This design comes from an exercise in tuning for small area on the open sky130 flow, not from production work.
Function was checked by simulation only, so behaviour that the tests miss may differ from the original.
Power figures rest on the tool's default switching activity, not on a simulated workload.

## design/flow/standard.sh

```bash
#!/bin/bash
# synth_recipe.tcl (not shown) runs the flow's synth.tcl, then flattens the netlist and writes it again
# the make line also repeats each setting of config.mk as NAME=value (left out here)
make -C /OpenROAD-flow-scripts/flow DESIGN_CONFIG=/design/flow/config.mk WORK_HOME=/design/flow/orfs CLKGATE_MAP_FILE= SYNTH_SCRIPT=/design/flow/synth_recipe.tcl "${@:-finish}"
```

## design/flow/config.mk

```make
export PLATFORM = sky130hd
export DESIGN_NAME = debug_io_top
export DESIGN_NICKNAME = debug_io_top
export VERILOG_FILES = /design/flow/design.v
export SDC_FILE = /design/flow/constraint.sdc
export NUM_CORES = 4
export LEC_CHECK = 0
export CAP_MARGIN = 0
export CORE_MARGIN = 2
export CORE_UTILIZATION = 40
export SLEW_MARGIN = 0
export SYNTH_HIERARCHICAL = 1
export BUFFER_PORTS_ARGS = -buffer_cell sky130_fd_sc_hd__buf_1
export CTS_ARGS = -sink_clustering_enable -repair_clock_nets -sink_clustering_size 10 -sink_clustering_max_diameter 60 -buf_list sky130_fd_sc_hd__clkbuf_4 -dont_use_dummy_load
```

## design/flow/design.v

```verilog
`timescale 1ns/1ps
`default_nettype none
package io_pkg;
    localparam int NUM_DIGITS    = 8;
    localparam int NUM_BUTTONS   = 5;
    localparam int TRACE_WIDTH   = 64;
    localparam int DISPLAY_WIDTH = 32;
    typedef logic [7:0] seg_pattern_t;
    typedef logic [NUM_DIGITS-1:0] digit_enable_t;
    typedef enum logic [4:0] {
        FIELD_PC,
        FIELD_INST,
        FIELD_RS1_ID,
        FIELD_RS1_DATA,
        FIELD_RS2_ID,
        FIELD_RS2_DATA,
        FIELD_ALU,
        FIELD_MEM_ADDR,
        FIELD_MEM_WE,
        FIELD_MEM_WDATA,
        FIELD_MEM_RDATA,
        FIELD_RD_WE,
        FIELD_RD_ID,
        FIELD_RD_DATA,
        FIELD_BR_TAKEN,
        FIELD_NPC,
        FIELD_UART
    } trace_field_e;
    typedef struct packed {
        logic [63:0] pc;
        logic [63:0] inst;
        logic [63:0] rs1_data;
        logic [63:0] rs2_data;
        logic [63:0] alu;
        logic [63:0] mem_addr;
        logic [63:0] mem_wdata;
        logic [63:0] mem_rdata;
        logic [63:0] rd_data;
        logic [63:0] npc;
        logic [4:0]  rs1_id;
        logic [4:0]  rs2_id;
        logic [4:0]  rd_id;
        logic        mem_we;
        logic        rd_we;
        logic        br_taken;
    } core_info_t;
    typedef struct packed {
        logic [63:0] uart_info;
    } mem_info_t;
    typedef struct packed {
        logic         debug_step;
        logic         slow_clock;
        logic [7:0]   unused;
        logic         word_half;
        trace_field_e field_sel;
    } panel_switch_t;
    function automatic seg_pattern_t hex_to_segments(input logic [3:0] hex);
        case (hex)
            4'h0: hex_to_segments = 8'b11000000;
            4'h1: hex_to_segments = 8'b11111001;
            4'h2: hex_to_segments = 8'b10100100;
            4'h3: hex_to_segments = 8'b10110000;
            4'h4: hex_to_segments = 8'b10011001;
            4'h5: hex_to_segments = 8'b10010010;
            4'h6: hex_to_segments = 8'b10000010;
            4'h7: hex_to_segments = 8'b11111000;
            4'h8: hex_to_segments = 8'b10000000;
            4'h9: hex_to_segments = 8'b10010000;
            4'ha: hex_to_segments = 8'b10001000;
            4'hb: hex_to_segments = 8'b10000011;
            4'hc: hex_to_segments = 8'b11000110;
            4'hd: hex_to_segments = 8'b10100001;
            4'he: hex_to_segments = 8'b10000110;
            default: hex_to_segments = 8'b10001110;
        endcase
    endfunction
endpackage
`default_nettype wire
`timescale 1ns/1ps
`default_nettype none
module half_adder (
    input  logic a,
    input  logic b,
    output logic s,
    output logic c
);
    assign s = a ^ b;
    assign c = a & b;
endmodule
module clock_divider #(
    parameter int FAST_CLK_BIT  = 2,
    parameter int SLOW_CLK_BIT  = 20,
    parameter int SCAN_DIV_BITS = 10
) (
    input  logic       clk,
    input  logic       rst,
    output logic       fast_clk,
    output logic       slow_clk,
    output logic       scan_tick,
    output logic [2:0] digit
);
    localparam int HI_CLK_BIT = (FAST_CLK_BIT > SLOW_CLK_BIT) ? FAST_CLK_BIT : SLOW_CLK_BIT;
    localparam int CNT_WIDTH  = (HI_CLK_BIT >= SCAN_DIV_BITS + 2) ? HI_CLK_BIT + 1 : SCAN_DIV_BITS + 3;
    logic [CNT_WIDTH-1:0] cnt_q;
    logic [CNT_WIDTH-1:0] cnt_d;
    logic [CNT_WIDTH-1:0] carry;
    assign cnt_d[0] = ~cnt_q[0];
    assign carry[0] = cnt_q[0];
    for (genvar i = 1; i < CNT_WIDTH; i++) begin : g_inc
        half_adder u_ha (.a(cnt_q[i]), .b(carry[i-1]), .s(cnt_d[i]), .c(carry[i]));
    end
    always_ff @(posedge clk or posedge rst) begin
        if (rst) begin
            cnt_q <= '0;
        end else begin
            cnt_q <= cnt_d;
        end
    end
    assign fast_clk  = cnt_q[FAST_CLK_BIT];
    assign slow_clk  = cnt_q[SLOW_CLK_BIT];
    assign scan_tick = carry[SCAN_DIV_BITS-1];
    assign digit     = cnt_q[SCAN_DIV_BITS +: 3];
endmodule
`default_nettype wire
`timescale 1ns/1ps
`default_nettype none
module button_debouncer #(
    parameter int DEBOUNCE_LEN = 8
) (
    input  logic clk,
    input  logic rst,
    input  logic scan_tick,
    input  logic btn,
    output logic btn_clean
);
    localparam int CW = (DEBOUNCE_LEN < 2)  ? 1 : (DEBOUNCE_LEN < 4)   ? 2 :
                        (DEBOUNCE_LEN < 8)  ? 3 : (DEBOUNCE_LEN < 16)  ? 4 :
                        (DEBOUNCE_LEN < 32) ? 5 : (DEBOUNCE_LEN < 64)  ? 6 :
                        (DEBOUNCE_LEN < 128) ? 7 : 8;
    logic [CW-1:0] run_q;
    always_ff @(posedge clk or posedge rst) begin
        if (rst) begin
            run_q <= '0;
        end else if (scan_tick) begin
            if (!btn) begin
                run_q <= '0;
            end else if (!run_q[CW-1]) begin
                run_q <= run_q + CW'(1);
            end
        end
    end
    assign btn_clean = run_q[CW-1];
endmodule
`default_nettype wire
`timescale 1ns/1ps
`default_nettype none
module core_clock_select (
    input  logic clk,
    input  logic rst,
    input  logic debug_step,
    input  logic slow_clock,
    input  logic step_btn,
    input  logic fast_clk,
    input  logic slow_clk,
    output logic clk_core
);
    logic debug_q;
    always_ff @(posedge clk or posedge rst) begin
        if (rst) begin
            debug_q <= 1'b0;
        end else begin
            debug_q <= debug_step;
        end
    end
    always_comb begin
        if (debug_q) begin
            clk_core = step_btn;
        end else if (slow_clock) begin
            clk_core = slow_clk;
        end else begin
            clk_core = fast_clk;
        end
    end
endmodule
`default_nettype wire
`timescale 1ns/1ps
`default_nettype none
module trace_store #(
    parameter int W = 1
) (
    input  logic         clk,
    input  logic         en,
    input  logic         en_n,
    input  logic [W-1:0] d,
    output logic [W-1:0] q
);
    always_ff @(posedge clk) begin
        q <= (d & {W{en}}) | (q & {W{en_n}});
    end
endmodule
module aoi222 (
    input  logic a1, a2, b1, b2, c1, c2,
    output logic y
);
    assign y = ~((a1 & a2) | (b1 & b2) | (c1 & c2));
endmodule
module onehot_mux8 (
    input  logic [7:0] d,
    input  logic [7:0] s,
    output logic       y
);
    logic n0, n1, n2;
    aoi222 u0 (.a1(d[0]), .a2(s[0]), .b1(d[1]), .b2(s[1]), .c1(d[2]), .c2(s[2]), .y(n0));
    aoi222 u1 (.a1(d[3]), .a2(s[3]), .b1(d[4]), .b2(s[4]), .c1(d[5]), .c2(s[5]), .y(n1));
    assign n2 = ~((d[6] & s[6]) | (d[7] & s[7]));
    assign y  = ~(n0 & n1 & n2);
endmodule
module and2 (
    input  logic a, b,
    output logic y
);
    assign y = a & b;
endmodule
module onehot_or #(
    parameter int N = 3
) (
    input  logic [N-1:0] d,
    input  logic [N-1:0] s,
    output logic         y
);
    localparam int NG = (N + 2) / 3;
    logic [3*NG-1:0] dp, sp;
    logic [NG-1:0]   n;
    assign dp = {{(3*NG-N){1'b0}}, d};
    assign sp = {{(3*NG-N){1'b0}}, s};
    for (genvar j = 0; j < NG; j++) begin : g_grp
        if (3*j + 2 < N) begin : g3
            aoi222 u (.a1(dp[3*j]), .a2(sp[3*j]), .b1(dp[3*j+1]), .b2(sp[3*j+1]),
                      .c1(dp[3*j+2]), .c2(sp[3*j+2]), .y(n[j]));
        end else if (3*j + 1 < N) begin : g2
            assign n[j] = ~((dp[3*j] & sp[3*j]) | (dp[3*j+1] & sp[3*j+1]));
        end else begin : g1
            assign n[j] = ~(dp[3*j] & sp[3*j]);
        end
    end
    assign y = ~&n;
endmodule
module nor2_g (
    input  logic a, b,
    output logic y
);
    assign y = ~(a | b);
endmodule
module field_decode #(
    parameter int NF = 11,
    parameter logic [5*NF-1:0] CODES = '0
) (
    input  logic          seen,
    input  logic [4:0]    field_sel,
    input  logic          word_half,
    output logic [NF-1:0] f_lo,
    output logic [NF-1:0] f_hi,
    output logic [5:0]    f_nar
);
    logic [7:0] hi_n;    
    logic [7:0] lo_n;    
    always_comb begin
        for (int j = 0; j < 8; j++) begin
            hi_n[j] = ~(seen && {word_half, field_sel[4:3]} == 3'(j));
            lo_n[j] = ~(field_sel[2:0] == 3'(j));
        end
    end
    for (genvar i = 0; i < NF; i++) begin : g_full
        localparam logic [4:0] C = CODES[5*i +: 5];
        nor2_g u_lo (.a(hi_n[{1'b0, C[4:3]}]), .b(lo_n[C[2:0]]), .y(f_lo[i]));
        nor2_g u_hi (.a(hi_n[{1'b1, C[4:3]}]), .b(lo_n[C[2:0]]), .y(f_hi[i]));
    end
    nor2_g u_n0 (.a(hi_n[0]), .b(lo_n[2]), .y(f_nar[0]));
    nor2_g u_n1 (.a(hi_n[0]), .b(lo_n[4]), .y(f_nar[1]));
    nor2_g u_n2 (.a(hi_n[1]), .b(lo_n[4]), .y(f_nar[2]));
    nor2_g u_n3 (.a(hi_n[1]), .b(lo_n[0]), .y(f_nar[3]));
    nor2_g u_n4 (.a(hi_n[1]), .b(lo_n[3]), .y(f_nar[4]));
    nor2_g u_n5 (.a(hi_n[1]), .b(lo_n[6]), .y(f_nar[5]));
endmodule
module trace_select (
    input  logic                               clk,
    input  logic                               rst,
    input  logic                               cosim_valid,
    input  logic [657:0]                       cosim_core_info,
    input  logic [63:0]                        cosim_mem_info,
    input  logic [4:0]                         field_sel,
    input  logic                               word_half,
    input  logic [7:0]                         digit_oh,
    output logic [3:0]                         nibble
);
    localparam int NF = 11;   
    logic [657:0] core_q;
    logic [63:0]  mem_q;
    logic         seen_q;     
    trace_store #(.W(658)) u_core_store (
        .clk  (clk),
        .en   (cosim_valid),
        .en_n (~cosim_valid),
        .d    (cosim_core_info),
        .q    (core_q)
    );
    trace_store #(.W(64)) u_mem_store (
        .clk  (clk),
        .en   (cosim_valid),
        .en_n (~cosim_valid),
        .d    (cosim_mem_info),
        .q    (mem_q)
    );
    always_ff @(posedge clk or posedge rst) begin
        if (rst) begin
            seen_q <= 1'b0;
        end else if (cosim_valid) begin
            seen_q <= 1'b1;
        end
    end
    logic [63:0] word [NF];
    assign word[0]  = core_q[657:594];   
    assign word[1]  = core_q[593:530];   
    assign word[2]  = core_q[529:466];   
    assign word[3]  = core_q[465:402];   
    assign word[4]  = core_q[401:338];   
    assign word[5]  = core_q[337:274];   
    assign word[6]  = core_q[273:210];   
    assign word[7]  = core_q[209:146];   
    assign word[8]  = core_q[145:82];    
    assign word[9]  = core_q[81:18];     
    assign word[10] = mem_q;             
    localparam logic [5*NF-1:0] CODES = {5'd16, 5'd15, 5'd13, 5'd10, 5'd9, 5'd7, 5'd6, 5'd5, 5'd3, 5'd1, 5'd0};
    logic [4:0] rs1_id, rs2_id, rd_id;    
    logic       mem_we, rd_we, br_taken;
    assign rs1_id   = core_q[17:13];
    assign rs2_id   = core_q[12:8];
    assign rd_id    = core_q[7:3];
    assign mem_we   = core_q[2];
    assign rd_we    = core_q[1];
    assign br_taken = core_q[0];
    logic [NF-1:0] f_lo, f_hi;
    logic [5:0]    f_nar;    
    field_decode #(.NF(NF), .CODES(CODES)) u_field_decode (
        .seen      (seen_q),
        .field_sel (field_sel),
        .word_half (word_half),
        .f_lo      (f_lo),
        .f_hi      (f_hi),
        .f_nar     (f_nar)
    );
    logic [3:0] g_lo [NF];
    logic [3:0] g_hi [NF];
    for (genvar i = 0; i < NF; i++) begin : g_word
        for (genvar b = 0; b < 4; b++) begin : g_bit
            logic [7:0] lo_bits, hi_bits;
            for (genvar k = 0; k < 8; k++) begin : g_dig
                assign lo_bits[k] = word[i][4*k + b];
                assign hi_bits[k] = word[i][32 + 4*k + b];
            end
            onehot_mux8 u_lo (.d(lo_bits), .s(digit_oh), .y(g_lo[i][b]));
            onehot_mux8 u_hi (.d(hi_bits), .s(digit_oh), .y(g_hi[i][b]));
        end
    end
    logic [8:0] s_nar;
    and2 u_s0 (.a(f_nar[0]), .b(digit_oh[0]), .y(s_nar[0]));
    and2 u_s1 (.a(f_nar[1]), .b(digit_oh[0]), .y(s_nar[1]));
    and2 u_s2 (.a(f_nar[2]), .b(digit_oh[0]), .y(s_nar[2]));
    and2 u_s3 (.a(f_nar[0]), .b(digit_oh[1]), .y(s_nar[3]));
    and2 u_s4 (.a(f_nar[1]), .b(digit_oh[1]), .y(s_nar[4]));
    and2 u_s5 (.a(f_nar[2]), .b(digit_oh[1]), .y(s_nar[5]));
    and2 u_s6 (.a(f_nar[3]), .b(digit_oh[0]), .y(s_nar[6]));
    and2 u_s7 (.a(f_nar[4]), .b(digit_oh[0]), .y(s_nar[7]));
    and2 u_s8 (.a(f_nar[5]), .b(digit_oh[0]), .y(s_nar[8]));
    for (genvar b = 0; b < 4; b++) begin : g_out
        localparam int NP = (b == 0) ? 2*NF + 9 : 2*NF + 3;
        logic [NP-1:0] d, sl;
        for (genvar i = 0; i < NF; i++) begin : g_pair
            assign d[2*i]    = g_lo[i][b];
            assign sl[2*i]   = f_lo[i];
            assign d[2*i+1]  = g_hi[i][b];
            assign sl[2*i+1] = f_hi[i];
        end
        assign d[2*NF +: 3]  = {rd_id[b], rs2_id[b], rs1_id[b]};
        assign sl[2*NF +: 3] = s_nar[2:0];
        if (b == 0) begin : g_b0
            assign d[2*NF+3 +: 6]  = {br_taken, rd_we, mem_we, rd_id[4], rs2_id[4], rs1_id[4]};
            assign sl[2*NF+3 +: 6] = s_nar[8:3];
        end
        onehot_or #(.N(NP)) u_or (.d(d), .s(sl), .y(nibble[b]));
    end
endmodule
`default_nettype wire
`timescale 1ns/1ps
`default_nettype none
module nand3_g (
    input  logic a, b, c,
    output logic y
);
    assign y = ~(a & b & c);
endmodule
module inv_g (
    input  logic a,
    output logic y
);
    assign y = ~a;
endmodule
module digit_decode (
    input  logic [2:0] digit,
    output logic [7:0] digit_oh,
    output logic [7:0] an
);
    logic [2:0] digit_n;
    for (genvar j = 0; j < 3; j++) begin : g_inv
        inv_g u_inv (.a(digit[j]), .y(digit_n[j]));
    end
    for (genvar k = 0; k < 8; k++) begin : g_dec
        nand3_g u_an (.a(k[0] ? digit[0] : digit_n[0]),
                      .b(k[1] ? digit[1] : digit_n[1]),
                      .c(k[2] ? digit[2] : digit_n[2]), .y(an[k]));
        inv_g   u_oh (.a(an[k]), .y(digit_oh[k]));
    end
endmodule
module seg_bit #(
    parameter logic [15:0] TT = '0
) (
    input  logic [3:0] x,
    output logic       y
);
    always_comb begin
        y = 1'b0;
        for (int n = 0; n < 16; n++) begin
            if (TT[n]) y = y | (x == 4'(n));
        end
    end
endmodule
module nand2_g (input logic a, b, output logic y);
    assign y = ~(a & b);
endmodule
module or2_g (input logic a, b, output logic y);
    assign y = a | b;
endmodule
module xor2_g (input logic a, b, output logic y);
    assign y = a ^ b;
endmodule
module a21oi_g (input logic a1, a2, b1, output logic y);
    assign y = ~((a1 & a2) | b1);
endmodule
module o21ai_g (input logic a1, a2, b1, output logic y);
    assign y = ~((a1 | a2) & b1);
endmodule
module o31ai_g (input logic a1, a2, a3, b1, output logic y);
    assign y = ~((a1 | a2 | a3) & b1);
endmodule
module o2bb2ai_g (input logic a1, a2, b1, b2, output logic y);
    assign y = ~((~a1 | ~a2) & (b1 | b2));
endmodule
module mux2i_g (input logic a, b, s, output logic y);
    assign y = ~(s ? b : a);
endmodule
module hex_segments (
    input  logic [3:0]           nibble,
    output io_pkg::seg_pattern_t cs
);
    logic x0, x1, x2, x3;
    assign {x3, x2, x1, x0} = nibble;
    seg_bit #(.TT(16'h2812)) u_s0 (.x(nibble), .y(cs[0]));
    logic s1a, s1b, s1s;
    nand2_g u_s1a (.a(x1), .b(x3), .y(s1a));
    o31ai_g u_s1b (.a1(x1), .a2(x0), .a3(x3), .b1(x2), .y(s1b));
    o21ai_g u_s1s (.a1(x3), .a2(x1), .b1(x0), .y(s1s));
    mux2i_g u_s1  (.a(s1a), .b(s1b), .s(s1s), .y(cs[1]));
    seg_bit #(.TT(16'hd004)) u_s2 (.x(nibble), .y(cs[2]));
    logic s3a, s3b, s3s;
    o21ai_g u_s3a (.a1(x0), .a2(x3), .b1(x1), .y(s3a));
    or2_g   u_s3b (.a(x1), .b(x3), .y(s3b));
    xor2_g  u_s3s (.a(x0), .b(x2), .y(s3s));
    mux2i_g u_s3  (.a(s3a), .b(s3b), .s(s3s), .y(cs[3]));
    seg_bit #(.TT(16'h02ba)) u_s4 (.x(nibble), .y(cs[4]));
    logic s5a, s5b, s5c;
    nand2_g   u_s5a (.a(x0), .b(x1), .y(s5a));
    xor2_g    u_s5b (.a(x2), .b(x3), .y(s5b));
    o2bb2ai_g u_s5c (.a1(x3), .a2(x1), .b1(x1), .b2(x0), .y(s5c));
    a21oi_g   u_s5  (.a1(s5a), .a2(s5b), .b1(s5c), .y(cs[5]));
    seg_bit #(.TT(16'h1083)) u_s6 (.x(nibble), .y(cs[6]));
    assign cs[7] = 1'b1;
endmodule
module seg_scan_display (
    input  logic [2:0]            digit,
    input  logic [3:0]            nibble,
    output logic [7:0]            digit_oh,
    output io_pkg::seg_pattern_t  cs,
    output io_pkg::digit_enable_t an
);
    digit_decode u_digit_decode (
        .digit    (digit),
        .digit_oh (digit_oh),
        .an       (an)
    );
    hex_segments u_hex_segments (
        .nibble (nibble),
        .cs     (cs)
    );
endmodule
`default_nettype wire
`timescale 1ns/1ps
`default_nettype none
module debug_io_top #(
    parameter int FAST_CLK_BIT  = 2,
    parameter int SLOW_CLK_BIT  = 20,
    parameter int SCAN_DIV_BITS = 10,
    parameter int DEBOUNCE_LEN  = 8
) (
    input  logic                           clk,
    input  logic                           rst,
    input  logic [15:0]                    switch,
    input  logic [io_pkg::NUM_BUTTONS-1:0] btn,
    input  logic                           cosim_valid,
    input  logic [657:0]                   cosim_core_info,
    input  logic [63:0]                    cosim_mem_info,
    output logic                           clk_core,
    output logic [7:0]                     cs,
    output logic [7:0]                     an
);
    io_pkg::panel_switch_t sw;
    assign sw = io_pkg::panel_switch_t'(switch);
    logic       fast_clk;
    logic       slow_clk;
    logic       scan_tick;
    logic [2:0] digit;
    logic       step;
    logic [7:0] digit_oh;
    logic [3:0] nibble;
    clock_divider #(
        .FAST_CLK_BIT  (FAST_CLK_BIT),
        .SLOW_CLK_BIT  (SLOW_CLK_BIT),
        .SCAN_DIV_BITS (SCAN_DIV_BITS)
    ) u_clock_divider (
        .clk       (clk),
        .rst       (rst),
        .fast_clk  (fast_clk),
        .slow_clk  (slow_clk),
        .scan_tick (scan_tick),
        .digit     (digit)
    );
    button_debouncer #(
        .DEBOUNCE_LEN (DEBOUNCE_LEN)
    ) u_button_debouncer (
        .clk       (clk),
        .rst       (rst),
        .scan_tick (scan_tick),
        .btn       (btn[0]),
        .btn_clean (step)
    );
    core_clock_select u_core_clock_select (
        .clk        (clk),
        .rst        (rst),
        .debug_step (sw.debug_step),
        .slow_clock (sw.slow_clock),
        .step_btn   (step),
        .fast_clk   (fast_clk),
        .slow_clk   (slow_clk),
        .clk_core   (clk_core)
    );
    trace_select u_trace_select (
        .clk             (clk),
        .rst             (rst),
        .cosim_valid     (cosim_valid),
        .cosim_core_info (cosim_core_info),
        .cosim_mem_info  (cosim_mem_info),
        .field_sel       (sw.field_sel),
        .word_half       (sw.word_half),
        .digit_oh        (digit_oh),
        .nibble          (nibble)
    );
    seg_scan_display u_seg_scan_display (
        .digit    (digit),
        .nibble   (nibble),
        .digit_oh (digit_oh),
        .cs       (cs),
        .an       (an)
    );
endmodule
`default_nettype wire
```

## design/flow/constraint.sdc

```tcl
create_clock -name core_clock -period 15.0 [get_ports {clk}]
set_input_delay 3.0000 -clock core_clock [delete_from_list [all_inputs] [get_ports {clk}]]
set_output_delay 3.0000 -clock core_clock [all_outputs]
set_load 0.01 [all_outputs]
```

## design/flow/flow/run.sh

```bash
#!/bin/bash
set -euo pipefail
cd "$(dirname "$0")/.."
cat >> config.mk <<'EOC'
export BUFFER_PORTS_ARGS = -buffer_cell sky130_fd_sc_hd__buf_1
export CTS_ARGS = -sink_clustering_enable -repair_clock_nets -sink_clustering_size 10 -sink_clustering_max_diameter 60 -buf_list sky130_fd_sc_hd__clkbuf_4 -dont_use_dummy_load
EOC
bash standard.sh synth > synth.log 2>&1
bash standard.sh > layout.log 2>&1
```

==> flow_summary.html, run 1 <==
<table>
<tr><th>Metric</th><th>Value</th></tr>
<tr><th colspan="2">GRT</th></tr>
<tr><td>Number of antenna violations at the first check in global routing</td><td>58</td></tr>
<tr><td>Total routing usage reported by global routing</td><td>0.2801</td></tr>
<tr><td>Wire length of the first global-routing pass</td><td>150.6 mm</td></tr>
<tr><td>Maximum number of pins on one net before global-route repair</td><td>246</td></tr>
<tr><td>Via count of the first global-routing pass</td><td>23320</td></tr>
<tr><td>Remaining Overflow, GRT</td><td>0</td></tr>
<tr><th colspan="2">Synth</th></tr>
<tr><td>Top cell type by total area after synthesis</td><td>sky130_fd_sc_hd__dfxtp_1</td></tr>
<tr><td>EDFF count, synth</td><td>0</td></tr>
<tr><td>Mean Syn Cell Area</td><td>12.61 µm²</td></tr>
<tr><td>Share of synthesized area occupied by flip-flops and latches</td><td>0.5513</td></tr>
<tr><td>Number of warning messages in the yosys log</td><td>21</td></tr>
<tr><td>Post-synthesis net count</td><td>2944</td></tr>
<tr><td>Flip-flop and latch count after synthesis</td><td>roughly 750</td></tr>
<tr><td>Netlist Area Pre-Place</td><td>27440 µm²</td></tr>
<tr><td>Dominant register cell in the synthesized netlist</td><td>sky130_fd_sc_hd__dfxtp_1</td></tr>
<tr><td>Leading post-synthesis cells by cell area</td><td>sky130_fd_sc_hd__dfxtp_1 (53%), sky130_fd_sc_hd__a22o_1 (23%), sky130_fd_sc_hd__a222oi_1 (7.7%)</td></tr>
<tr><td>Proportion of netlist area held by the largest area contributor</td><td>0.5267</td></tr>
<tr><td>Number of distinct library cells after synthesis</td><td>39</td></tr>
<tr><td>Cells after Synth</td><td>2177</td></tr>
<tr><td>Proportion of synthesized flip-flops having asynchronous set or reset</td><td>0.03605</td></tr>
<tr><th colspan="2">Power</th></tr>
<tr><td>Areal power density over the cells</td><td>around 120 nW/µm²</td></tr>
<tr><td>Register share of total power</td><td>0.634</td></tr>
<tr><td>Internal power</td><td>approximately 2.6 mW</td></tr>
<tr><td>Total leakage power</td><td>roughly 12 nW</td></tr>
<tr><td>Highest ir drop seen on vdd</td><td>0.07136 mV</td></tr>
<tr><td>Clock network fraction of total power</td><td>0.255</td></tr>
<tr><td>Switch Pwr</td><td>0.9525 mW</td></tr>
<tr><td>Logic gate share of total power</td><td>0.111</td></tr>
<tr><td>Switching power as a share of total power</td><td>0.2651</td></tr>
<tr><th colspan="2">Timing</th></tr>
<tr><td>Min Tclk post-route</td><td>9.426 ns</td></tr>
<tr><td>Unrepaired setup endpoints after global routing</td><td>false</td></tr>
<tr><td>Highest Clock Rate</td><td>106.1 MHz</td></tr>
<tr><td>Least-Margin Pin Slew</td><td>1.233 ns</td></tr>
<tr><td>Ratio of final minimum period to clock period</td><td>0.6284</td></tr>
<tr><td>Worst slew slack as a fraction of its limit</td><td>0.1779</td></tr>
<tr><td>Total count of hold-check failures in the final report</td><td>0</td></tr>
<tr><td>Post-layout worst setup margin</td><td>5.574 ns</td></tr>
<tr><td>Summed negative setup slack over all endpoints</td><td>0 ns</td></tr>
<tr><td>Clock skew</td><td>0.05036 ns</td></tr>
<tr><td>Final setup violation count</td><td>0</td></tr>
<tr><td>Final Max Slew Viols</td><td>0</td></tr>
<tr><th colspan="2">Placed design</th></tr>
<tr><td>Detailed Place HPWL</td><td>slightly above 70 mm</td></tr>
<tr><td>Post-DP Area</td><td>29850 µm²</td></tr>
<tr><td>Port Buffers</td><td>749</td></tr>
<tr><td>Placed Cells incl. Taps</td><td>approximately 3700</td></tr>
<tr><td>Placer's final routability congestion estimate</td><td>0.8891</td></tr>
<tr><td>Pre-CTS setup slack</td><td>5.664 ns</td></tr>
<tr><th colspan="2">Clock tree</th></tr>
<tr><td>Clock sink count</td><td>749</td></tr>
<tr><td>Number of buffers inserted by post-CTS setup repair</td><td>0</td></tr>
<tr><td>Count of cells resized by post-cts repair</td><td>0</td></tr>
<tr><td>Clock insertion delay at the later pin of the skew report</td><td>0.82 ns</td></tr>
<tr><td>Depth of the CTS H-tree</td><td>3</td></tr>
<tr><td>Clock slew seen by the registers of the worst setup and hold paths</td><td>0.11 ns</td></tr>
<tr><td>CTS tree</td><td>built</td></tr>
<tr><td>Hold-fix buffers at CTS</td><td>0</td></tr>
<tr><td>Clock buffers created by TritonCTS</td><td>86</td></tr>
<tr><td>Root buffer cell</td><td>sky130_fd_sc_hd__clkbuf_4</td></tr>
<tr><td>Maximum buffer depth of the clock tree</td><td>3</td></tr>
<tr><th colspan="2">Route</th></tr>
<tr><td>Antenna Violating Nets Remaining</td><td>0</td></tr>
<tr><td>Wire length reported by the detailed router</td><td>~100 mm</td></tr>
<tr><td>Drt first-iter violations</td><td>about 3200</td></tr>
<tr><td>Post-detailed-route DRC marker count</td><td>0</td></tr>
<tr><td>Routed wire per std cell</td><td>27.50 µm</td></tr>
<tr><td>Via count</td><td>23830</td></tr>
<tr><td>Drt pass-1 iters</td><td>10</td></tr>
<tr><td>DR vias/cell</td><td>6.263</td></tr>
<tr><th colspan="2">Finish</th></tr>
<tr><td>Share of post-route cells with drive strength above 1</td><td>0.04493</td></tr>
<tr><td>Synth-to-layout area growth</td><td>11.60%</td></tr>
<tr><td>Total non-filler cell area in the finished layout</td><td>30630 µm²</td></tr>
<tr><td>Fillcell total</td><td>6647</td></tr>
<tr><td>Net count reported at finish</td><td>3640</td></tr>
<tr><td>Layout Cells excl Fill</td><td>~3800</td></tr>
<tr><th colspan="2">Setup path</th></tr>
<tr><td>Data arrival time of the critical path</td><td>6.43 ns</td></tr>
<tr><td>Largest stage delay on the critical path</td><td>approximately 0.63 ns</td></tr>
<tr><td>Startpoint kind of the worst setup timing path</td><td>input pin</td></tr>
<tr><td>Critical path buffers and inverters</td><td>2</td></tr>
<tr><td>Worst-path cell chain</td><td>buf_1 &gt; nand4bb_1 &gt; nor2_1 &gt; a222oi_1 &gt; nand4_1 &gt; a2111o_1 &gt; or4b_1 &gt; o211ai_1 &gt; buf_1</td></tr>
<tr><td>Cell with the most instances on the worst path</td><td>sky130_fd_sc_hd__buf_1</td></tr>
<tr><td>CP Class</td><td>in2out</td></tr>
<tr><td>Critical path capture point type</td><td>primary output</td></tr>
<tr><td>Largest fanout on the critical path</td><td>14</td></tr>
<tr><td>Crit path max-delay family</td><td>simple AND/OR/NAND/NOR gates</td></tr>
<tr><td>Required @ worst endpoint</td><td>12.00 ns</td></tr>
<tr><td>Slowest cell on the critical path</td><td>sky130_fd_sc_hd__a2111o_1</td></tr>
<tr><th colspan="2">Floorplan</th></tr>
<tr><td>I/O pin count</td><td>763</td></tr>
<tr><td>Count of standard-cell rows</td><td>96</td></tr>
<tr><td>Total Die Area</td><td>70720 µm²</td></tr>
<tr><td>Die extent in y</td><td>roughly 270 µm</td></tr>
<tr><td>Width of the die</td><td>265.9 µm</td></tr>
<tr><td>Effective utilization at floorplan</td><td>0.4023</td></tr>
<tr><td>Core area</td><td>slightly below 70000 µm²</td></tr>
<tr><th colspan="2">Run status</th></tr>
<tr><td>Outcome</td><td>finished clean</td></tr>
<tr><th colspan="2">Hold path</th></tr>
<tr><td>Worst min-delay path category</td><td>reg2reg</td></tr>
<tr><th colspan="2">Flow run</th></tr>
<tr><td>Total of max-cap violations</td><td>0</td></tr>
</table>
==> layer usage <==
metal,part of all wire,global-route usage
met5,0.0019,0
met4,0.033,0.1295
met3,0.092,0.07366
met2,0.48,0.4482
met1,0.40,0.3531
==> kinds of logic after synthesis <==
group,Yosys count,synth area share
compound gates,1039,0.3369
flops,749,0.5513
buf+inv,182,0.06501
simple gates,178,0.03465
fa+ha+maj,21,0.009574
mux,4,0.001505
xor+xnor,3,0.0009576
other cells,1,0.0001366
==> Yosys cell counts (all sizes together) (2+ instances only) <==
library cell / number
nand3: 99
a211o: 3
or4b: 3
and2: 9
mux2i: 3
nand3b: 3
ha: 21
dfxtp: 722
inv: 18
nor2: 31
o21ai: 5
or2: 2
dfrtp: 27
or3: 2
a22oi: 88
buf: 164
nand4bb: 4
o211ai: 2
or3b: 3
a22o: 725
xor2: 3
a222oi: 210
a21oi: 2
nand4b: 4
nand2: 8
nand4: 8
==> power groups by stage <==
stage               combinational (mW)  clock [mW]  sequential [mW]
floorplan                        0.284           0             2.28
global placement                 0.383           0             2.31
detailed placement               0.394           0             2.32
CTS                              0.397       0.940             2.27
global route                     0.433        1.02             2.30
finish                           0.397       0.916             2.28
==> per-module statistics from Yosys (local to each module, per instance), excerpt <==
module	cell area, µm²	cells inside
half_adder	12.51	1
and2	6.256	1
o21ai_g	5.005	1
nand2_g	3.754	1
onehot_mux8	12.51	2
a21oi_g	8.758	1
nor2_g	3.754	1
==> sequential cells by signal, summed over array words and instances, names as in the netlist <==
name,count
u_trace_select.u_core_store.q,658
u_trace_select.u_mem_store.q,64
u_clock_divider.cnt_q,21
u_button_debouncer.run_q,4
u_core_clock_select.debug_q,1
u_trace_select.seen_q,1
==> layout make-up <==
type / count / area [µm²] / share of cell area
Inverter: 18 / 87.58 / 0.002860
Timing Repair Buffer: 772 / 3000 / 0.09797
Tap cell: 882 / 1104 / 0.03603
Clock buffer: 86 / 645.6 / 0.02108
Antenna cell: 52 / 130.1 / 0.004249
Sequential cell: 749 / 15130 / 0.4940
Multi-Input combinational cell: 1246 / 10530 / 0.3438
==> final timing paths <==
check | slack (ns) | start | to | depth (start not counted)
max | 5.57 | switch[5] | cs[0] | 9
min in group asynchronous | 2.10 | rst | u_core_clock_select.debug_q$_DFF_PP0_ | 2
min | 0.45 | u_clock_divider.cnt_q[0]$_DFF_PP0_ | u_clock_divider.cnt_q[0]$_DFF_PP0_ | 1
max reg2reg | 10.59 | u_clock_divider.cnt_q[0]$_DFF_PP0_ | u_clock_divider.cnt_q[20]$_DFF_PP0_ | 20
max in group asynchronous | 12.03 | rst | u_clock_divider.cnt_q[16]$_DFF_PP0_ | 2
min reg2reg | 0.45 | u_clock_divider.cnt_q[0]$_DFF_PP0_ | u_clock_divider.cnt_q[0]$_DFF_PP0_ | 1
==> per-stage QoR <==
step                utilization  total power, mW  hold slack (ns)
floorplan                     -            2.568           0.3982
global placement         0.4375            2.692           0.4137
detailed placement       0.4375            2.710           0.4197
CTS                      0.4470            3.610           0.4355
global route             0.4484            3.744           0.4651
finish                   0.4489            3.592           0.4496
==> cells in the final DEF (no fill, tap or decap), types with 4 or more instances in the layout <==
cell / instances
sky130_fd_sc_hd__buf_1: 748
sky130_fd_sc_hd__dfxtp_1: 722
sky130_fd_sc_hd__a22o_1: 721
sky130_fd_sc_hd__a222oi_1: 210
sky130_fd_sc_hd__nand3_1: 99
sky130_fd_sc_hd__a22oi_1: 88
sky130_fd_sc_hd__clkbuf_4: 87
sky130_fd_sc_hd__diode_2: 52
sky130_fd_sc_hd__nor2_1: 30
sky130_fd_sc_hd__dfrtp_1: 27
sky130_fd_sc_hd__buf_4: 22
sky130_fd_sc_hd__ha_1: 21
sky130_fd_sc_hd__inv_1: 9
sky130_fd_sc_hd__and2_1: 9
sky130_fd_sc_hd__nand2_1: 8
sky130_fd_sc_hd__nand4_1: 8
sky130_fd_sc_hd__clkinv_2: 6
sky130_fd_sc_hd__o21ai_1: 5
sky130_fd_sc_hd__a22o_2: 4
sky130_fd_sc_hd__nand4b_1: 4
sky130_fd_sc_hd__nand4bb_1: 4
==> run 2, diff against run 1 <==
==> design/flow/flow/run.sh (replaced) <==
#!/bin/bash
set -euo pipefail
cd "$(dirname "$0")/.."
cat >> config.mk <<'EOC'
export BUFFER_PORTS_ARGS = -buffer_cell sky130_fd_sc_hd__buf_1
export CTS_ARGS = -sink_clustering_enable -repair_clock_nets -sink_clustering_size 14 -sink_clustering_max_diameter 80 -buf_list "sky130_fd_sc_hd__clkbuf_4 sky130_fd_sc_hd__clkbuf_8" -dont_use_dummy_load
EOC
bash standard.sh synth > synth.log 2>&1
bash standard.sh > layout.log 2>&1
--- a/design/flow/config.mk
+++ b/design/flow/config.mk
@@ -11,4 +11,4 @@
 export SLEW_MARGIN = 0
 export SYNTH_HIERARCHICAL = 1
 export BUFFER_PORTS_ARGS = -buffer_cell sky130_fd_sc_hd__buf_1
-export CTS_ARGS = -sink_clustering_enable -repair_clock_nets -sink_clustering_size 10 -sink_clustering_max_diameter 60 -buf_list sky130_fd_sc_hd__clkbuf_4 -dont_use_dummy_load
+export CTS_ARGS = -sink_clustering_enable -repair_clock_nets -sink_clustering_size 14 -sink_clustering_max_diameter 80 -buf_list "sky130_fd_sc_hd__clkbuf_4 sky130_fd_sc_hd__clkbuf_8" -dont_use_dummy_load
==> run 2 against run 1 <==
Net effect: die area stayed put; global-route usage fell by 0.20 points; power increased by 2.4%; combinational power is essentially flat; setup slack got worse by 0.066 ns; clock power increased by 9%; count of clock-buffer cells in the layout fell by 26; hold slack gained 0.0032 ns; synthesized cell count unchanged; cell count shrank 0.87%; critical path type unchanged; critical endpoint unchanged; largest cell class unchanged.
==> flow_summary.html, run 2 <==
<table>
<tr><th>Metric</th><th>Value</th></tr>
<tr><th colspan="2">Run status</th></tr>
<tr><td>Outcome</td><td>finished clean</td></tr>
<tr><th colspan="2">Finish</th></tr>
<tr><td>Net count reported at finish</td><td>3614</td></tr>
<tr><td>Largest register FFs</td><td>658</td></tr>
<tr><td>Highest-count cells in the layout ignoring fill and taps</td><td>sky130_fd_sc_hd__buf_1 (748), sky130_fd_sc_hd__dfxtp_1 (722), sky130_fd_sc_hd__a22o_1 (721)</td></tr>
<tr><td>Synth-to-layout area growth</td><td>12.19%</td></tr>
<tr><td>Total non-filler cell area in the finished layout</td><td>30790 µm²</td></tr>
<tr><td>Leading cell type in the layout, fill and taps excluded</td><td>sky130_fd_sc_hd__buf_1</td></tr>
<tr><td>Share of post-route cells with drive strength above 1</td><td>0.03620</td></tr>
<tr><td>Largest register by flop count</td><td>u_trace_select.u_core_store.q</td></tr>
<tr><td>Fillcell total</td><td>6593</td></tr>
<tr><td>Largest registers in the final layout</td><td>u_trace_select.u_core_store.q: 658 flops, u_trace_select.u_mem_store.q: 64 flops, u_clock_divider.cnt_q: 21 flops</td></tr>
<tr><th colspan="2">Clock tree</th></tr>
<tr><td>Root buffer cell</td><td>sky130_fd_sc_hd__clkbuf_8</td></tr>
<tr><td>Count of cells resized by post-cts repair</td><td>0</td></tr>
<tr><td>Depth of the CTS H-tree</td><td>2</td></tr>
<tr><td>Number of buffers inserted by post-CTS setup repair</td><td>0</td></tr>
<tr><td>Maximum buffer depth of the clock tree</td><td>3</td></tr>
<tr><td>Clock sink count</td><td>749</td></tr>
<tr><td>Clock slew seen by the registers of the worst setup and hold paths</td><td>about 0.090 ns</td></tr>
<tr><td>CTS tree</td><td>built</td></tr>
<tr><td>Clock buffers created by TritonCTS</td><td>60</td></tr>
<tr><td>Hold-fix buffers at CTS</td><td>0</td></tr>
<tr><td>Clock insertion delay at the later pin of the skew report</td><td>about 0.66 ns</td></tr>
<tr><th colspan="2">Timing</th></tr>
<tr><td>Clock skew</td><td>0.01573 ns</td></tr>
<tr><td>Unrepaired setup endpoints after global routing</td><td>false</td></tr>
<tr><td>Least-Margin Pin Slew</td><td>1.221 ns</td></tr>
<tr><td>Min Tclk post-route</td><td>~9.5 ns</td></tr>
<tr><td>Ratio of final minimum period to clock period</td><td>0.6328</td></tr>
<tr><td>Final Max Slew Viols</td><td>0</td></tr>
<tr><td>Worst slew slack as a fraction of its limit</td><td>0.1860</td></tr>
<tr><td>Highest Clock Rate</td><td>about 110 MHz</td></tr>
<tr><td>Final setup violation count</td><td>0</td></tr>
<tr><td>Summed negative setup slack over all endpoints</td><td>0 ns</td></tr>
<tr><td>Total count of hold-check failures in the final report</td><td>0</td></tr>
<tr><th colspan="2">Route</th></tr>
<tr><td>Routed wire per std cell</td><td>27.66 µm</td></tr>
<tr><td>DR vias/cell</td><td>6.253</td></tr>
<tr><td>Via count</td><td>23590</td></tr>
<tr><td>Drt pass-1 iters</td><td>10</td></tr>
<tr><td>Antenna Violating Nets Remaining</td><td>0</td></tr>
<tr><td>Drt first-iter violations</td><td>3269</td></tr>
<tr><td>Wire length reported by the detailed router</td><td>104.3 mm</td></tr>
<tr><td>Post-detailed-route DRC marker count</td><td>0</td></tr>
<tr><th colspan="2">Setup path</th></tr>
<tr><td>Largest fanout on the critical path</td><td>14</td></tr>
<tr><td>Startpoint kind of the worst setup timing path</td><td>input pin</td></tr>
<tr><td>Largest stage delay on the critical path</td><td>0.63 ns</td></tr>
<tr><td>Critical path capture point type</td><td>primary output</td></tr>
<tr><td>Slowest cell on the critical path</td><td>sky130_fd_sc_hd__a2111o_1</td></tr>
<tr><td>CP Class</td><td>in2out</td></tr>
<tr><td>Worst-path cell chain</td><td>buf_1 &gt; nand4bb_1 &gt; nor2_1 &gt; a222oi_1 &gt; nand4_1 &gt; a2111o_1 &gt; or4b_1 &gt; o211ai_1 &gt; buf_1</td></tr>
<tr><td>Data arrival time of the critical path</td><td>6.49 ns</td></tr>
<tr><td>Required @ worst endpoint</td><td>between 10 and 15 ns</td></tr>
<tr><td>Cell with the most instances on the worst path</td><td>sky130_fd_sc_hd__buf_1</td></tr>
<tr><th colspan="2">GRT</th></tr>
<tr><td>Total routing usage reported by global routing</td><td>0.2780</td></tr>
<tr><td>Number of antenna violations at the first check in global routing</td><td>51</td></tr>
<tr><td>Wire length of the first global-routing pass</td><td>149.8 mm</td></tr>
<tr><td>Remaining Overflow, GRT</td><td>0</td></tr>
<tr><td>Maximum number of pins on one net before global-route repair</td><td>246</td></tr>
<tr><td>Via count of the first global-routing pass</td><td>23070</td></tr>
<tr><th colspan="2">Placed design</th></tr>
<tr><td>Post-DP Area</td><td>29850 µm²</td></tr>
<tr><td>Detailed Place HPWL</td><td>72.46 mm</td></tr>
<tr><td>Placer's final routability congestion estimate</td><td>around 0.9</td></tr>
<tr><td>Port Buffers</td><td>749</td></tr>
<tr><th colspan="2">Synth</th></tr>
<tr><td>Most used standard cells in the synthesized netlist</td><td>sky130_fd_sc_hd__dfxtp_1 (722), sky130_fd_sc_hd__a22o_1 (721), sky130_fd_sc_hd__a222oi_1 (210), sky130_fd_sc_hd__buf_6 (140), sky130_fd_sc_hd__nand3_1 (99)</td></tr>
<tr><td>Cell with the most instances after synthesis</td><td>sky130_fd_sc_hd__dfxtp_1</td></tr>
<tr><td>Top cell type by total area after synthesis</td><td>sky130_fd_sc_hd__dfxtp_1</td></tr>
<tr><td>Share of synthesized area occupied by flip-flops and latches</td><td>0.5513</td></tr>
<tr><td>Cells after Synth</td><td>2177</td></tr>
<tr><td>Netlist Area Pre-Place</td><td>27440 µm²</td></tr>
<tr><td>Mean Syn Cell Area</td><td>12.61 µm²</td></tr>
<tr><td>Number of warning messages in the yosys log</td><td>21</td></tr>
<tr><td>EDFF count, synth</td><td>0</td></tr>
<tr><td>Number of distinct library cells after synthesis</td><td>39</td></tr>
<tr><td>Flip-flop and latch count after synthesis</td><td>between 700 and 800</td></tr>
<tr><td>Proportion of netlist area held by the largest area contributor</td><td>0.5267</td></tr>
<tr><td>Leading post-synthesis cells by cell area</td><td>sky130_fd_sc_hd__dfxtp_1 (53%), sky130_fd_sc_hd__a22o_1 (23%), sky130_fd_sc_hd__a222oi_1 (7.7%)</td></tr>
<tr><td>Dominant register cell in the synthesized netlist</td><td>sky130_fd_sc_hd__dfxtp_1</td></tr>
<tr><td>Proportion of synthesized flip-flops having asynchronous set or reset</td><td>0.03605</td></tr>
<tr><td>Post-synthesis net count</td><td>2944</td></tr>
<tr><th colspan="2">Floorplan</th></tr>
<tr><td>Width of the die</td><td>~270 µm</td></tr>
<tr><td>Effective utilization at floorplan</td><td>0.4023</td></tr>
<tr><td>I/O pin count</td><td>763</td></tr>
<tr><td>Total Die Area</td><td>70720 µm²</td></tr>
<tr><td>Die extent in y</td><td>265.9 µm</td></tr>
<tr><td>Count of standard-cell rows</td><td>96</td></tr>
<tr><td>Core area</td><td>68230 µm²</td></tr>
<tr><th colspan="2">Hold path</th></tr>
<tr><td>Worst min-delay path category</td><td>reg2reg</td></tr>
<tr><th colspan="2">Power</th></tr>
<tr><td>Internal power</td><td>2.732 mW</td></tr>
<tr><td>Total leakage power</td><td>12.00 nW</td></tr>
<tr><td>Areal power density over the cells</td><td>119.5 nW/µm²</td></tr>
<tr><td>Logic gate share of total power</td><td>0.108</td></tr>
<tr><td>Switching power as a share of total power</td><td>0.2573</td></tr>
<tr><td>Highest ir drop seen on vdd</td><td>0.09250 mV</td></tr>
<tr><td>Switch Pwr</td><td>0.9462 mW</td></tr>
<tr><td>Clock network fraction of total power</td><td>0.272</td></tr>
<tr><td>Register share of total power</td><td>0.619</td></tr>
<tr><th colspan="2">Flow run</th></tr>
<tr><td>Total of max-cap violations</td><td>0</td></tr>
</table>
run 2: cell counts after synthesis:
Identical to the previous run, type by type.
run 2: final cells by class:
class                   count  area (µm²)  area share
inverters                  18       87.58    0.002845
clock buffers              60       825.8     0.02682
well taps                 882        1104     0.03584
repair buffers            772        3000     0.09745
flip-flops and latches    749       15130      0.4914
multi-input cells        1246       10530      0.3420
diodes                     45       112.6    0.003657
run 2: power by group through the flow:
stage / Combinational [mW] / Clock [mW] / Sequential (mW)
2_1_floorplan: 0.284 / 0 / 2.28
3_3_place_gp: 0.383 / 0 / 2.31
3_5_place_dp: 0.394 / 0 / 2.32
4_1_cts: 0.397 / 1.03 / 2.27
5_1_grt: 0.433 / 1.10 / 2.30
6_report: 0.398 / 1.00 / 2.28
run 2: worst paths after layout:
path / start / endpoint / slack [ns] / cells after the start
worst max-delay path: switch[5] / cs[0] / 5.51 / 9
min in group asynchronous: rst / u_core_clock_select.debug_q$_DFF_PP0_ / 2.27 / 2
worst min register to register: u_clock_divider.cnt_q[0]$_DFF_PP0_ / u_clock_divider.cnt_q[0]$_DFF_PP0_ / 0.45 / 1
worst max register to register: u_clock_divider.cnt_q[0]$_DFF_PP0_ / u_clock_divider.cnt_q[20]$_DFF_PP0_ / 10.62 / 20
max in group asynchronous: rst / u_clock_divider.cnt_q[16]$_DFF_PP0_ / 11.91 / 2
worst min-delay path: u_clock_divider.cnt_q[0]$_DFF_PP0_ / u_clock_divider.cnt_q[0]$_DFF_PP0_ / 0.45 / 1
run 2: Yosys stat by module (local to each module, per instance), excerpt:
module	cells inside	flops+latches
inv_g	1	0
half_adder	1	0
hex_segments	2	0
o21ai_g	1	0
nor2_g	1	0
trace_select	4	1
and2	1	0
core_clock_select	5	1
o31ai_g	1	0
nand3_g	1	0
nand2_g	1	0
a21oi_g	1	0
onehot_mux8	2	0
xor2_g	1	0
o2bb2ai_g	1	0
run 2: per-layer routing:
metal / routed length, µm / part of all wire / vias to the layer above / global-route usage
met1: 42080 / 0.40 / 11730 / 0.3544
met5: 172 / 0.0016 / - / 0
met3: 9047 / 0.087 / 223 / 0.06830
met2: 49630 / 0.48 / 1148 / 0.4507
met4: 3384 / 0.032 / 28 / 0.1139
li1: - / - / 10460 / -
run 2: worst max-delay path: cells and delay by family:
kind | cells | cell delay (ns)
AOI/OAI and AO/OA | 3 | 1.39
buffers and inverters | 2 | 0.39
and+or+nand+nor | 4 | 1.71
run 2: cells by family (layout without fill, tap and decap cells):
| group | after synthesis | count (layout) | share of synthesized area |
|---|---|---|---|
| compound gates | 1039 | 1039 | 0.3369 |
| mux | 4 | 4 | 0.001505 |
| simple gates | 178 | 178 | 0.03465 |
| buf+inv | 182 | 850 | 0.06501 |
| flops | 749 | 749 | 0.5513 |
| fa+ha+maj | 21 | 21 | 0.009574 |
| xor+xnor | 3 | 3 | 0.0009576 |
| other cells | 1 | 46 | 0.0001366 |
run 2: per-stage QoR:
stage / hold WS [ns] / setup slack, ns / utilization / total power [mW] / std cells
global placement: 0.4137 / 5.730 / 0.4375 / 2.692 / 3667
floorplan: 0.3982 / 6.883 / - / 2.568 / 2177
global route: 0.4624 / 5.418 / 0.4509 / 3.825 / 3761
detailed placement: 0.4197 / 5.664 / 0.4375 / 2.710 / 3667
finish: 0.4529 / 5.508 / 0.4513 / 3.678 / 3772
CTS: 0.4334 / 5.660 / 0.4496 / 3.697 / 3727

==> static timing again, ports no longer ideal <==
The flow's constraints put no driver on any port. The routed layouts listed below were extracted and timed again, unchanged, in two steps.
Step 1, drivers: a clkbuf_16 drives clk and a buf_2 each remaining input, both assumed.
Step 2 moves the port delays by t, midway between the first and last clock arrival at a register: inputs arrive t later, outputs are due t later. That takes back most of the time a late clock gives input paths.
Three values: ideal, step 1, step 2; two values: the first two.
run	shift t [ns]	setup WS [ns]	worst setup path after step 2	clock arrival spread, ns
run 1	0.895	5.574 / 5.457 / 5.457	input to output	0.115 / 0.115
run 2	0.743	5.508 / 5.392 / 5.392	input to output	0.071 / 0.070
After both steps every run listed still meets setup and hold. For run 1, which loses most, drivers alone change the setup slack by -0.117 ns; drivers and shift together by -0.117 ns.
